Source: an optimization exercise on an open RTL-to-GDS flow (aim: small area, a short achievable clock period and few clock cycles per item). Production flows keep margins and buffers that such runs may drop. The RTL was checked by simulation tests, not by an equivalence proof against the original design.

`config.mk`:
```
export PLATFORM = sky130hd
export DESIGN_NAME = variable_adjust_chain_alu
export DESIGN_NICKNAME = variable_adjust_chain_alu
export VERILOG_FILES = /design/flow/design.v
export SDC_FILE = /design/flow/constraint.sdc
export NUM_CORES = 4
export LEC_CHECK = 0
export CAP_MARGIN = 20
export CORE_MARGIN = 2
export CORE_UTILIZATION = 40
export PLACE_DENSITY = 0.6
export SETUP_SLACK_MARGIN = 2.5
export SLEW_MARGIN = 20
```
`constraint.sdc`:
```
create_clock -name core_clock -period 7.0 [get_ports {clk}]
set_input_delay 1.4000 -clock core_clock [delete_from_list [all_inputs] [get_ports {clk}]]
set_output_delay 1.4000 -clock core_clock [all_outputs]
set_load 0.01 [all_outputs]
```
`design.v`:
```
`timescale 1ns / 1ps
package vaca_pkg;
    localparam logic [1:0] ADJ_NONE = 2'd0;
    localparam logic [1:0] ADJ_DIV  = 2'd1;
    localparam logic [1:0] ADJ_MOD  = 2'd2;
    localparam logic [1:0] ADJ_ADD  = 2'd3;
    localparam logic [3:0] OP_ADD   = 4'd0;
    localparam logic [3:0] OP_SUB   = 4'd1;
    localparam logic [3:0] OP_SMIN  = 4'd2;
    localparam logic [3:0] OP_SMAX  = 4'd3;
    localparam logic [3:0] OP_UMIN  = 4'd4;
    localparam logic [3:0] OP_UMAX  = 4'd5;
    localparam logic [3:0] OP_SDIV  = 4'd6;
    localparam logic [3:0] OP_SMOD  = 4'd7;
    localparam logic [3:0] OP_UDIV  = 4'd8;
    localparam logic [3:0] OP_UMOD  = 4'd9;
    localparam logic [3:0] OP_MUL   = 4'd10;
    localparam logic [3:0] OP_AND   = 4'd11;
    localparam logic [3:0] OP_OR    = 4'd12;
    localparam logic [3:0] OP_XOR   = 4'd13;
    localparam logic [1:0] SZ_BYTE  = 2'd0;
    localparam logic [1:0] SZ_WORD  = 2'd1;
    localparam logic [2:0] ST_IDLE  = 3'd0;    
    localparam logic [2:0] ST_ADD   = 3'd1;    
    localparam logic [2:0] ST_LZ    = 3'd2;    
    localparam logic [2:0] ST_SHL   = 3'd3;    
    localparam logic [2:0] ST_ITER  = 3'd4;    
    localparam logic [2:0] ST_FIX   = 3'd5;    
    localparam logic [2:0] ST_ALU   = 3'd6;    
endpackage
`timescale 1ns / 1ps
import vaca_pkg::*;
module variable_adjust_chain_alu
(
    input  logic                clk,
    input  logic                rst_n,
    input  logic                in_valid,
    output logic                in_ready,
    input  logic [173:0]        in_data_bits,
    output logic                out_valid,
    input  logic                out_ready,
    output logic [32:0]         out_data_bits
);
    logic [31:0] f_value, f_mask, f_add, f_divmod, f_start;
    logic [4:0]  f_shift;
    logic [1:0]  f_kind, f_size;
    logic [3:0]  f_op;
    logic        f_chain;
    assign {f_value, f_shift, f_mask, f_add, f_divmod, f_kind, f_op, f_size, f_chain, f_start} = in_data_bits;
    logic [2:0]  state_reg, state_next;
    logic [31:0] acc_reg;
    logic        outv_reg;
    logic [31:0] out_r_reg;
    logic        out_dz_reg;
    logic [31:0] x_reg, r_reg, d_reg;
    logic [3:0]  op_reg;
    logic [4:0]  cnt_reg;
    logic        neg_reg, wrem_reg, phase_reg, mul_reg, dz_reg, sd_reg, sgn_reg;
    logic        byte_q, word_q, kdiv_q, kmod_q, kany_q;
    logic        div_q, sgn_q, rem_q, mul_q, max_q, csgn_q, sub_q;
    assign out_valid     = outv_reg;
    assign out_data_bits = {out_r_reg, out_dz_reg};
    function logic [31:0] sext_size(input logic [31:0] v, input logic is_byte, input logic is_word);
        logic [31:0] s;
        if (is_byte)
            s = {{24{v[7]}}, v[7:0]};
        else if (is_word)
            s = {{16{v[15]}}, v[15:0]};
        else
            s = v;
        sext_size = s;
    endfunction
    function logic [31:0] cneg(input logic [31:0] v, input logic s);
        logic [31:0] y;
        logic        seen;
        seen = 1'b0;
        for (int i = 0; i < 32; i++)
        begin
            y[i] = v[i] ^ (s & seen);
            seen = seen | v[i];
        end
        cneg = y;
    endfunction
    function logic [5:0] lzc(input logic [31:0] v);
        logic [5:0] z;
        z = 6'd32;
        for (int i = 0; i < 32; i++)
            if (v[i]) z = 6'(31 - i);
        lzc = z;
    endfunction
    logic [31:0] msk;
    logic        narrow, op_simple;
    logic        is_final, out_free, accept, done;
    always_comb
    begin
        narrow    = byte_q || word_q;
        msk       = {{16{!narrow}}, {8{!byte_q}}, 8'hFF};
        op_simple = !div_q && !mul_q;
    end
    assign is_final = ((state_reg == ST_ALU) && op_simple) || ((state_reg == ST_FIX) && phase_reg);
    assign out_free = !outv_reg || out_ready;
    assign in_ready = (state_reg == ST_IDLE) || (is_final && !outv_reg);
    assign accept   = in_valid && in_ready;
    assign done     = is_final && out_free;
    logic [31:0] in_shifted;
    assign in_shifted = $signed(f_value) >>> f_shift;
    logic [31:0] a_val, b_val, a_op, b_op;
    logic        a_top, b_top;
    always_comb
    begin
        a_val = acc_reg & msk;
        b_val = x_reg & msk;
        a_op  = csgn_q ? sext_size(a_val, byte_q, word_q) : a_val;
        b_op  = csgn_q ? sext_size(b_val, byte_q, word_q) : b_val;
        a_top = csgn_q & a_op[31];
        b_top = csgn_q & b_op[31];
    end
    logic        aux_sub, in_add;
    logic [32:0] aux_l, aux_r, aux_sum;
    always_comb
    begin
        in_add  = (state_reg == ST_ADD);
        aux_sub = !in_add && sub_q;
        if (in_add)
        begin
            aux_l = {1'b0, r_reg};
            aux_r = {1'b0, x_reg};
        end
        else
        begin
            aux_l = {a_top, a_op};
            aux_r = {b_top, b_op};
        end
        aux_sum = aux_l + (aux_sub ? ~aux_r : aux_r) + {32'd0, aux_sub && !max_q};
    end
    logic        pick_a;
    logic [31:0] alu_res;
    always_comb
    begin
        pick_a = aux_sum[32] ^ max_q;
        case (op_reg)
            OP_ADD, OP_SUB:                     alu_res = aux_sum[31:0];
            OP_SMIN, OP_SMAX, OP_UMIN, OP_UMAX: alu_res = pick_a ? a_val : b_val;
            OP_AND:                             alu_res = a_val & b_val;
            OP_OR:                              alu_res = a_val | b_val;
            OP_XOR:                             alu_res = a_val ^ b_val;
            default:                            alu_res = b_val;
        endcase
    end
    logic [31:0] ng_in, ng_out, dext;
    logic        ng_s, nx_s, nd_s;
    always_comb
    begin
        dext = kdiv_q ? sext_size(d_reg, byte_q, word_q) : (d_reg & msk);
        nx_s = sgn_reg && x_reg[31];
        nd_s = (state_reg == ST_ALU) ? b_top : (kdiv_q && dext[31]);
        case (state_reg)
            ST_ADD:
            begin
                ng_in = dext;
                ng_s  = nd_s;
            end
            ST_ALU:
            begin
                ng_in = b_op;
                ng_s  = nd_s;
            end
            ST_FIX:
            begin
                ng_in = wrem_reg ? r_reg : x_reg;
                ng_s  = neg_reg;
            end
            default:
            begin
                ng_in = x_reg;
                ng_s  = nx_s;
            end
        endcase
        ng_out = cneg(ng_in, ng_s);
    end
    logic [5:0]  lz_p, lz_n, lz_d, lz_x, k_full;
    logic        no_iter, d_zero;
    always_comb
    begin
        lz_p    = lzc(x_reg);
        lz_n    = lzc(~x_reg);
        lz_d    = lzc(d_reg);
        lz_x    = nx_s ? (lz_n - 6'd1) : lz_p;
        no_iter = (lz_x > lz_d);
        k_full  = lz_d - lz_x;
        d_zero  = (d_reg == 32'd0);
    end
    logic [31:0] m_add;
    logic [32:0] m_sum;
    logic        ge;
    always_comb
    begin
        m_add = mul_reg ? (x_reg & {32{d_reg[0]}}) : ~d_reg;
        m_sum = {1'b0, r_reg} + {1'b0, m_add} + {32'd0, !mul_reg};
        ge    = m_sum[32];
    end
    logic        b_zero;
    assign b_zero = (b_val == 32'd0);
    logic [2:0] st_take;
    assign st_take = !accept ? ST_IDLE : (f_kind == ADJ_NONE) ? ST_ALU : ST_ADD;
    always_comb
    begin
        state_next = state_reg;
        case (state_reg)
            ST_IDLE:  state_next = st_take;
            ST_ADD:   state_next = (kdiv_q || kmod_q) ? ST_LZ : ST_ALU;
            ST_LZ:    state_next = (d_zero || no_iter) ? ST_FIX : ST_SHL;
            ST_SHL:   state_next = ST_ITER;
            ST_ITER:
            begin
                if (mul_reg ? (d_reg[31:1] == 31'd0) : (cnt_reg == 5'd0))
                    state_next = ST_FIX;
            end
            ST_FIX:
            begin
                if (!phase_reg)
                    state_next = ST_ALU;
                else if (out_free)
                    state_next = st_take;
            end
            default:  
            begin
                if (mul_q)
                    state_next = ST_ITER;
                else if (div_q)
                    state_next = b_zero ? ST_FIX : ST_LZ;
                else if (out_free)
                    state_next = st_take;
            end
        endcase
    end
    always_ff @(posedge clk or negedge rst_n)
    begin
        if (!rst_n)
            state_reg <= ST_IDLE;
        else
            state_reg <= state_next;
    end
    logic [31:0] res_val;
    assign res_val = ((state_reg == ST_FIX) ? ng_out : alu_res) & msk;
    always_ff @(posedge clk or negedge rst_n)
    begin
        if (!rst_n)
        begin
            acc_reg  <= 32'd0;
            outv_reg <= 1'b0;
        end
        else
        begin
            if (accept && f_chain)
                acc_reg <= f_start;
            else if (done)
                acc_reg <= res_val;
            if (done)
                outv_reg <= 1'b1;
            else if (out_ready)
                outv_reg <= 1'b0;
        end
    end
    always_ff @(posedge clk)
    begin
        if (done)
        begin
            out_r_reg  <= res_val;
            out_dz_reg <= dz_reg;
        end
    end
    always_ff @(posedge clk)
    begin
        if (in_ready)
        begin
            x_reg    <= in_shifted & f_mask;
            r_reg    <= sext_size(f_add, f_size == SZ_BYTE, f_size == SZ_WORD);
            d_reg    <= f_divmod;
            op_reg   <= f_op;
            byte_q   <= (f_size == SZ_BYTE);
            word_q   <= (f_size == SZ_WORD);
            kdiv_q   <= (f_kind == ADJ_DIV);
            kmod_q   <= (f_kind == ADJ_MOD);
            kany_q   <= (f_kind != ADJ_NONE);
            div_q    <= (f_op == OP_SDIV) || (f_op == OP_SMOD) || (f_op == OP_UDIV) || (f_op == OP_UMOD);
            sgn_q    <= (f_op == OP_SDIV) || (f_op == OP_SMOD);
            rem_q    <= (f_op == OP_SMOD) || (f_op == OP_UMOD);
            mul_q    <= (f_op == OP_MUL);
            max_q    <= (f_op == OP_SMAX) || (f_op == OP_UMAX);
            csgn_q   <= (f_op == OP_SMIN) || (f_op == OP_SMAX) || (f_op == OP_SDIV) || (f_op == OP_SMOD);
            sub_q    <= (f_op != OP_ADD);
            dz_reg   <= 1'b0;
        end
        else
        begin
            case (state_reg)
                ST_ADD:
                begin
                    x_reg     <= aux_sum[31:0];
                    d_reg     <= ng_out;
                    sd_reg    <= nd_s;
                    sgn_reg   <= kdiv_q || narrow;
                    wrem_reg  <= kmod_q;
                    phase_reg <= 1'b0;
                    mul_reg   <= 1'b0;
                end
                ST_LZ:
                begin
                    x_reg   <= 32'd0;
                    cnt_reg <= k_full[4:0];
                    if (d_zero)
                    begin
                        dz_reg  <= 1'b1;
                        r_reg   <= 32'd0;
                        neg_reg <= 1'b0;
                    end
                    else
                    begin
                        r_reg   <= ng_out;
                        neg_reg <= wrem_reg ? nx_s : (nx_s ^ sd_reg);
                    end
                end
                ST_SHL:
                begin
                    d_reg <= d_reg << cnt_reg;
                end
                ST_ITER:
                begin
                    d_reg   <= {1'b0, d_reg[31:1]};
                    cnt_reg <= cnt_reg - 5'd1;
                    if (mul_reg)
                    begin
                        r_reg <= m_sum[31:0];
                        x_reg <= {x_reg[30:0], 1'b0};
                    end
                    else
                    begin
                        if (ge)
                            r_reg <= m_sum[31:0];
                        x_reg <= {x_reg[30:0], ge};
                    end
                end
                ST_FIX:
                begin
                    if (!phase_reg)
                        x_reg <= ng_out;
                end
                default:  
                if (!op_simple)
                begin
                    phase_reg <= 1'b1;
                    mul_reg   <= mul_q;
                    wrem_reg  <= rem_q || mul_q;
                    sgn_reg   <= sgn_q;
                    sd_reg    <= nd_s;
                    x_reg     <= a_op;
                    d_reg     <= ng_out;
                    if (mul_q)
                    begin
                        r_reg   <= 32'd0;
                        neg_reg <= 1'b0;
                    end
                    else if (b_zero)
                    begin
                        dz_reg  <= 1'b1;
                        r_reg   <= 32'd0;
                        x_reg   <= 32'd0;
                        neg_reg <= 1'b0;
                    end
                end
            endcase
        end
    end
endmodule
```
`run.sh`:
```
#!/bin/bash
# synth_recipe.tcl (not shown) runs the flow's synth.tcl, then flattens the netlist and writes it again
# the make line also repeats each setting of config.mk as NAME=value (left out here)
make -C /OpenROAD-flow-scripts/flow DESIGN_CONFIG=/design/flow/config.mk WORK_HOME=/design/flow/orfs CLKGATE_MAP_FILE= SYNTH_SCRIPT=/design/flow/synth_recipe.tcl finish
```
==> results of run 1 <==
## cell usage after synthesis (20+ instances only)
master | number | area share, %
nand2_1 | 331 | 5.1
a21oi_1 | 318 | 6.6
o21ai_0 | 281 | 5.8
nor2_1 | 268 | 4.2
clkbuf_1 | 211 | 3.3
edfxtp_1 | 155 | 19
ha_1 | 141 | 7.3
inv_1 | 123 | 1.9
mux2i_1 | 91 | 3.8
nand3_1 | 85 | 1.8
a31oi_1 | 68 | 1.8
xnor2_1 | 63 | 2.3
a221oi_1 | 55 | 2.0
nor3_1 | 48 | 1.0
a21o_1 | 46 | 1.4
o211ai_1 | 45 | 1.4
xor2_1 | 42 | 1.5
a211oi_1 | 41 | 1.3
a22oi_1 | 40 | 1.2
buf_1 | 38 | 0.59
mux2_2 | 38 | 1.8
nor2b_1 | 38 | 0.98
dfrtp_1 | 36 | 3.7
nand2b_1 | 34 | 0.88
mux4_2 | 30 | 2.8
o21a_1 | 30 | 0.93
a221o_1 | 27 | 1.1
o221ai_1 | 25 | 0.91
o2111ai_1 | 24 | 0.87
and3_1 | 20 | 0.52
## through the flow
step                      cell area [µm²]  utilization (%)  cells
after global routing                29890            49.81   4084
final                               29890            49.81   4084
after global placement              26890            44.81   3929
after floorplan                     24350                -   3135
after CTS                           28880            48.12   4038
after detailed placement            26910            44.83   3930
## path summary, 6_finish.rpt
check                             start           to  slack (ns)  cells after the start
min in group asynchronous         rst_n   acc_reg[3]        1.03                      1
setup reg to reg           state_reg[0]  acc_reg[13]        2.27                     21
setup / recovery           state_reg[0]  acc_reg[13]        2.27                     21
hold / removal                   dz_reg   out_dz_reg        0.45                      0
max in group asynchronous         rst_n  acc_reg[18]        5.36                      1
hold reg to reg                  dz_reg   out_dz_reg        0.45                      0
## final cells by class
type                            instances  area (µm²)  area share [%]
Timing Repair Buffer                  413        4065           13.60
Tap cell                              782       978.4           3.273
Timing Repair inverter                  1       6.256         0.02093
Clock buffer                           18       450.4           1.507
Sequential cell                       192        5575           18.65
Multi-Input combinational cell       2536       18110           60.58
Inverter                              128       498.0           1.666
Clock inverter                         14       210.2          0.7031
## metal layers
layer | vias up | part of all wire [%] | GRT usage (%)
met5 | - | 0.011 | 0
li1 | 12080 | - | -
met2 | 1777 | 44 | 57.22
met3 | 413 | 10 | 8.031
met4 | 2 | 7.5 | 23.56
met1 | 13300 | 38 | 46.89
## kinds of logic after synthesis
kind of cell / Yosys count / share of synthesized area (%)
compound gates: 1185 / 32.20
xor+xnor: 107 / 3.944
fa+ha+maj: 146 / 7.723
buf+inv: 407 / 6.779
flops: 192 / 23.10
mux: 159 / 8.345
simple gates: 939 / 17.92
## repair_timing
item                                    4_1_cts  5_1_grt
endpoints found under the setup margin      146      131
setup buffers                                71       44
pin swaps                                    35       76
cloned                                        5        2
resized for setup                           128      128
==> impl_results.md, run 1 <==
* Yosys warns at 1
* Synth unique cells at 105
* CP required at ~7.4 ns
* Clk buf depth at 2
* F_max at 211.2 MHz
* H-Tree Depth at 4
* CP cell instances: buf_12, nor3b_4, bufinv_8, buf_12, a22o_1, a221o_1, ha_1, o21ai_2, nand2b_1, nand4_1, a21o_1, nand3_1, o21ai_2, o31ai_4, buf_12, buf_6, buf_8, nor3_2, a311oi_2, or4_1, a21oi_1
* Worst Path Arrival at 5.18 ns
* Slowest CP cell: or4_1
* Placer Congestion at about 1.0
* Fillers at 5920
* Vias per cell at between 6 and 7
* Core ar. at approximately 0.06 mm²
* Antenna violations before repair at 2
* First-pass GRT wire length at 171.8 mm
* Crit path largest cell delay at about 0.5 ns
* Die ar. at roughly 0.062 mm²
* Antenna-violating nets left at 0
* CTS clock-pin slew for the worst setup and hold paths at 0.08 ns
* Avg WL per Cell at 29.44 µm
* Setup TNS at 0 ns
* Crit path max-delay family: simple AND/OR/NAND/NOR gates
* TritonCTS Sinks at roughly 190
* Max Clock Skew at 0.01413 ns
* Largest net degree at the start of global routing at 66
* DRC Markers at 0
* # diodes at 0
* GRT Total Usage at 37.04%
* Setup slack after layout at about 2.3 ns
* Actual slew at the worst max-slew pin at 1.282 ns
* DR iter-0 viols at 3977
* FP Rows at 90
* Max-Cap Viols at 0
* DP Wirelength at around 90 mm
* Initial Utilization at 40.22%
* Area Overhead vs Synth at 23.84%
* Setup violators final at 0
* Syn nets at 3459
* Port-buffer cells at 212
* Class of the most critical setup path: reg -> reg
* Commonest non-fill, non-tap cells in the layout: nand2_1, a21oi_1, o21ai_0
* Commonest non-fill, non-tap cell in the layout: nand2_1
* Seq cells post-synth at 192
* CP max FO at 44
* Worst Setup End Kind: flip-flop
* Slew Limit Headroom at ~14%
* CTS tree: done
* CTS root buf: clkbuf_16
* Chip height at 249.7 µm
* Fin crit period at 4.734 ns
* Post-synth EDFFs at ~160
* Detailed-route via count at 27.58k
* Max-slew violation count at 0
* Main synth FF type: edfxtp_1
* CP bufs+invs at 6
* WHS at 0.4498 ns
* Number of global-route vias before repair at between 20k and 30k
* CP dominant cell by count: buf_12
* Syn Area/Cell at slightly below 8 µm²
* Hold/Removal Path Class: reg -> reg
* Post-Syn Instances at 3135
* CP startpoint kind: flip-flop
* Clk Latency, worst-skew pair at 0.52 ns
* Post-synthesis sequential area ratio at 23.10%
* CTS buffer count at 17
* Status: complete, no violations
* Global route total overflow at 0
* # IOs at 213
* Period utilization at 67.63%
* Setup WS pre-CTS at 1.338 ns
* Synthesized area at 0.02414 mm²
* Final WL at 120.2 mm
* Die width at 249.7 µm
* DRT Pass-1 Iters at 8
* Unrepaired setup endpoints after global routing: yes
* Asr flop ratio synth at 18.75%
* Final hold vios at 0
* Layout cells sized above 1 at between 15 and 20%
* Post-cts hold buffer count at 0
* Nets at between 3k and 4k
Testbench counts, summed over its fixed seeds: cycles 28,104, items 3,200.
==> run 2, diff against run 1 <==
--- a/design.v
+++ b/design.v
@@ -22,8 +22,7 @@
     localparam logic [1:0] SZ_WORD  = 2'd1;
     localparam logic [2:0] ST_IDLE  = 3'd0;    
     localparam logic [2:0] ST_ADD   = 3'd1;    
-    localparam logic [2:0] ST_LZ    = 3'd2;    
-    localparam logic [2:0] ST_SHL   = 3'd3;    
+    localparam logic [2:0] ST_ALIGN = 3'd2;    
     localparam logic [2:0] ST_ITER  = 3'd4;    
     localparam logic [2:0] ST_FIX   = 3'd5;    
     localparam logic [2:0] ST_ALU   = 3'd6;    
@@ -133,7 +132,8 @@
         end
         aux_sum = aux_l + (aux_sub ? ~aux_r : aux_r) + {32'd0, aux_sub && !max_q};
     end
-    logic        pick_a;
+    logic        pick_a, a_lt_b;
+    assign a_lt_b = aux_sum[32];
     logic [31:0] alu_res;
     always_comb
     begin
@@ -208,13 +208,20 @@
         state_next = state_reg;
         case (state_reg)
             ST_IDLE:  state_next = st_take;
-            ST_ADD:   state_next = (kdiv_q || kmod_q) ? ST_LZ : ST_ALU;
-            ST_LZ:    state_next = (d_zero || no_iter) ? ST_FIX : ST_SHL;
-            ST_SHL:   state_next = ST_ITER;
+            ST_ADD:   state_next = (kdiv_q || kmod_q) ? ST_ALIGN : ST_ALU;
+            ST_ALIGN:
+            begin
+                if (d_zero)
+                    state_next = ST_FIX;
+                else if (no_iter)
+                    state_next = phase_reg ? ST_FIX : ST_ALU;
+                else
+                    state_next = ST_ITER;
+            end
             ST_ITER:
             begin
                 if (mul_reg ? (d_reg[31:1] == 31'd0) : (cnt_reg == 5'd0))
-                    state_next = ST_FIX;
+                    state_next = (!phase_reg && !wrem_reg && !neg_reg) ? ST_ALU : ST_FIX;
             end
             ST_FIX:
             begin
@@ -228,7 +235,7 @@
                 if (mul_q)
                     state_next = ST_ITER;
                 else if (div_q)
-                    state_next = b_zero ? ST_FIX : ST_LZ;
+                    state_next = b_zero ? ST_FIX : ST_ALIGN;
                 else if (out_free)
                     state_next = st_take;
             end
@@ -305,9 +312,11 @@
                     phase_reg <= 1'b0;
                     mul_reg   <= 1'b0;
                 end
-                ST_LZ:
+                ST_ALIGN:
                 begin
-                    x_reg   <= 32'd0;
+                    if (d_zero || !(no_iter && wrem_reg && !phase_reg))
+                        x_reg <= 32'd0;
+                    d_reg   <= d_reg << k_full[4:0];
                     cnt_reg <= k_full[4:0];
                     if (d_zero)
                     begin
@@ -321,10 +330,6 @@
                         neg_reg <= wrem_reg ? nx_s : (nx_s ^ sd_reg);
                     end
                 end
-                ST_SHL:
-                begin
-                    d_reg <= d_reg << cnt_reg;
-                end
                 ST_ITER:
                 begin
                     d_reg   <= {1'b0, d_reg[31:1]};
@@ -358,6 +363,11 @@
                     d_reg     <= ng_out;
                     if (mul_q)
                     begin
+                        if (a_lt_b)
+                        begin
+                            x_reg <= b_val;
+                            d_reg <= a_val;
+                        end
                         r_reg   <= 32'd0;
                         neg_reg <= 1'b0;
                     end
==> run 2 against run 1 <==
Effect of this change:
- worst hold slack improved by 0.099 ns
- still clean
- largest cell class unchanged
- non-clock buffer count rose by 184
- sequential cell count did not move
- synthesized cell count rose by 9.8%
- register-to-register slack got worse by 0.71 ns
==> impl_results.md, run 2 <==
* CTS root buf: clkbuf_16
* Unrepaired setup endpoints after global routing: yes
* Slew Limit Headroom at 11.87%
* Fin crit period at 5.439 ns
* Actual slew at the worst max-slew pin at between 1 and 1.5 ns
* Post-cts hold buffer count at 0
* CP startpoint kind: flip-flop
* Asr flop ratio synth at 18.75%
* Placer Congestion at 1.046
* First-pass GRT wire length at around 210 mm
* Synthesized area at 0.02563 mm²
* Antenna-violating nets left at 0
* Levels on crit path at 25
* Clk Latency, worst-skew pair at 0.53 ns
* Final hold vios at 0
* Gr busiest metal: met2
* CTS tree: done
* Nets at 4093
* CTS clock-pin slew for the worst setup and hold paths at 0.09 ns
* XOR/XNOR Fraction of Synth Area at 3.515%
* Antenna violations before repair at 2
* Mux cell area share after synthesis at 6.909%
* Slowest CP cell: edfxtp_1
* Layout cells sized above 1 at 24.66%
* Seq cells post-synth at 192
* H-Tree Depth at 4
* Commonest non-fill, non-tap cell in the layout: nand2_1
* Most frequent cell after synthesis: nand2_1
* Design Area, Final at 0.03484 mm²
* CP max FO at 14
* Status: complete, no violations
* GR Util met3 at 14.79%
* CTS buffer count at 17
* Final WL at 149.7 mm
* Period utilization at 77.70%
* Commonest non-fill, non-tap cells in the layout: nand2_1, a21oi_1, buf_4
* GRT met2 Usage at 62.29%
* Crit path largest cell delay at about 0.42 ns
* Class of the most critical setup path: reg -> reg
* M1 GR Usage at a little over half
* FP Rows at a little over 90
* Largest net degree at the start of global routing at 69
* Syn Area/Cell at 7.443 µm²
* DRC Markers at 0
* Post-Synth Simple-Gate Area at 19.96%
* Setup TNS at 0 ns
* Avg WL per Cell at 32.31 µm
* Post-Syn Instances at 3443
* Synth unique cells at 107
* Main synth FF type: edfxtp_1
* DR iter-0 viols at 5117
* Max-slew violation count at 0
* TritonCTS Sinks at 192
* Compound-Gate Fraction of Synth Area at between 30 and 40%
* Max-Cap Viols at 0
* Syn nets at ~3.8k
* Synth top area cells: edfxtp_1, ha_1, o21ai_0
* Post-synth top cells: nand2_1, o21ai_0, a21oi_1, nor2_1, clkbuf_1
* Vias per cell at 7.074
* DRT Pass-1 Iters at 7
* Detailed-route via count at 32.77k
* Number of global-route vias before repair at 30.12k
* CP bufs+invs at 9
* Chip height at between 200 and 300 µm
* Global route total overflow at 0
* Die ar. at 0.06611 mm²
* Port-buffer cells at ~210
* # IOs at 213
* DP Wirelength at between 100 and 150 mm
* CP required at 7.28 ns
* Hold/Removal Path Class: reg -> reg
* Post-place instance area at 0.02892 mm²
* F_max at 183.8 MHz
* Setup violators final at 0
* Cell taking the most area after synthesis: edfxtp_1
* GRT Total Usage at 43.13%
* Synth top area share at between 15 and 20%
* Yosys warns at 1
* Post-synth EDFFs at 155
* Clk buf depth at 2
* Post-synthesis adder-cell area fraction at between 7 and 8%
* Worst Path Arrival at around 5.7 ns
* Worst Setup End Kind: flip-flop
* Main combinational cell family by area after synthesis: compound AO/OA/AOI/OAI gates
* Max Clock Skew at 0.01926 ns
* Initial Utilization at about two fifths
* Post-synthesis sequential area ratio at 21.76%
* Crit path max-delay family: simple AND/OR/NAND/NOR gates
* Die width at 257.1 µm
* Core ar. at 0.06320 mm²
* Fillers at 5873
* Depth of the most critical reg-to-reg path at 25
* Area Overhead vs Synth at 35.93%
* Hold Crit Depth at 2
==> run 2: cell types whose count changed after synthesis, moves of 14 or more <==
| cell | previous run | this run |
|---|---|---|
| clkbuf_1 | 211 | 234 |
| nand2_1 | 331 | 396 |
| o21ai_0 | 281 | 339 |
| o31ai_1 | 13 | 27 |
| nand3_1 | 85 | 105 |
| nor2_1 | 268 | 287 |
| o22ai_1 | 11 | 30 |
| a221oi_1 | 55 | 71 |
| nand2b_1 | 34 | 52 |
| nor3_1 | 48 | 73 |
==> run 2: metrics by stage <==
step	std cells	setup WS [ns]	hold WS (ns)	util, %
final	4633	1.561	0.5484	55.12
after floorplan	3443	2.214	0.4089	-
after CTS	4562	1.812	0.5482	52.59
after detailed placement	4326	0.6517	0.5348	45.76
after global placement	4326	0.6922	0.5342	45.75
after global routing	4630	1.593	0.5767	55.11
==> run 2: timing repair <==
item                                    in CTS  in global routing
gates cloned                                17                  4
endpoints found under the setup margin     213                211
buffers inserted                           187                 63
pin swaps                                  203                139
gates resized for setup                    431                218
==> run 2: worst paths after layout <==
path	end	start	slack (ns)
min in group asynchronous	acc_reg[1]	rst_n	0.87
min reg2reg	acc_reg[18]	acc_reg[18]	0.55
max in group asynchronous	acc_reg[17]	rst_n	5.71
min	acc_reg[18]	acc_reg[18]	0.55
max reg2reg	d_reg[13]	byte_q	1.56
max	d_reg[13]	byte_q	1.56
==> run 2: final cells by class <==
type / instances / area, µm² / area share [%]
timing repair buffer: 597 / 5996 / 17.21
clock inverter: 14 / 121.4 / 0.3484
antenna: 3 / 7.507 / 0.02155
inverter: 132 / 524.3 / 1.505
sequential: 192 / 5575 / 16.00
clock buffer: 18 / 439.2 / 1.261
tap: 846 / 1059 / 3.039
multi-input combinational: 2829 / 21100 / 60.56
timing repair inverter: 2 / 17.52 / 0.05028
==> run 2: cell families after synthesis <==
| group | after synthesis |
|---|---|
| compound gates | 1327 |
| simple gates | 1105 |
| buf+inv | 429 |
| flops | 192 |
| mux | 147 |
| fa+ha+maj | 144 |
| xor+xnor | 99 |
==> run 2: worst reg2reg max path, delay by kind of cell (launching register included) <==
kind / cells / cell delay [ns]
buffers and inverters: 9 / 1.58
adder cells (fa/ha/maj): 1 / 0.32
AO/OA/AOI/OAI: 4 / 0.82
flip-flops: 1 / 0.42
AND/OR/NAND/NOR: 11 / 2.06
==> run 2: routing by layer <==
layer	share of wire [%]	wire length, µm
met5	0.035	53
met4	9.7	14550
met1	36	53150
met3	14	21220
met2	41	60710
Testbench counts of run 2, summed over its fixed seeds: cycles 24,984, items 3,200.

afterwards: timing with drivers on the ports:
The results above use ideal ports. As a check the final layouts listed here were re-extracted and re-timed, cells and wires unchanged.
Step 1 sets driving cells, clkbuf_16 on the clock port and buf_2 on the other inputs (assumed; they add their load-dependent delay and slew).
Step 2 moves the port delays by t, midway between the first and last clock arrival at a register: inputs arrive t later, outputs are due t later. That takes back most of the time a late clock gives input paths.
Slacks: ideal / step 1 / step 2; pairs: ideal / step 1.
| run | t (ns) | slack for setup (ns) | worst slew at a driven data input, ns |
|---|---|---|---|
| run 1 | 0.573 | 2.266 / 2.266 / 2.137 | 0.10 |
| run 2 | 0.593 | 1.561 / 1.561 / 1.561 | 0.06 |
After both steps setup and hold are still met in every run listed. The setup slack of run 1, which loses most, moves by 0.000 ns with the drivers and by -0.129 ns with both steps.
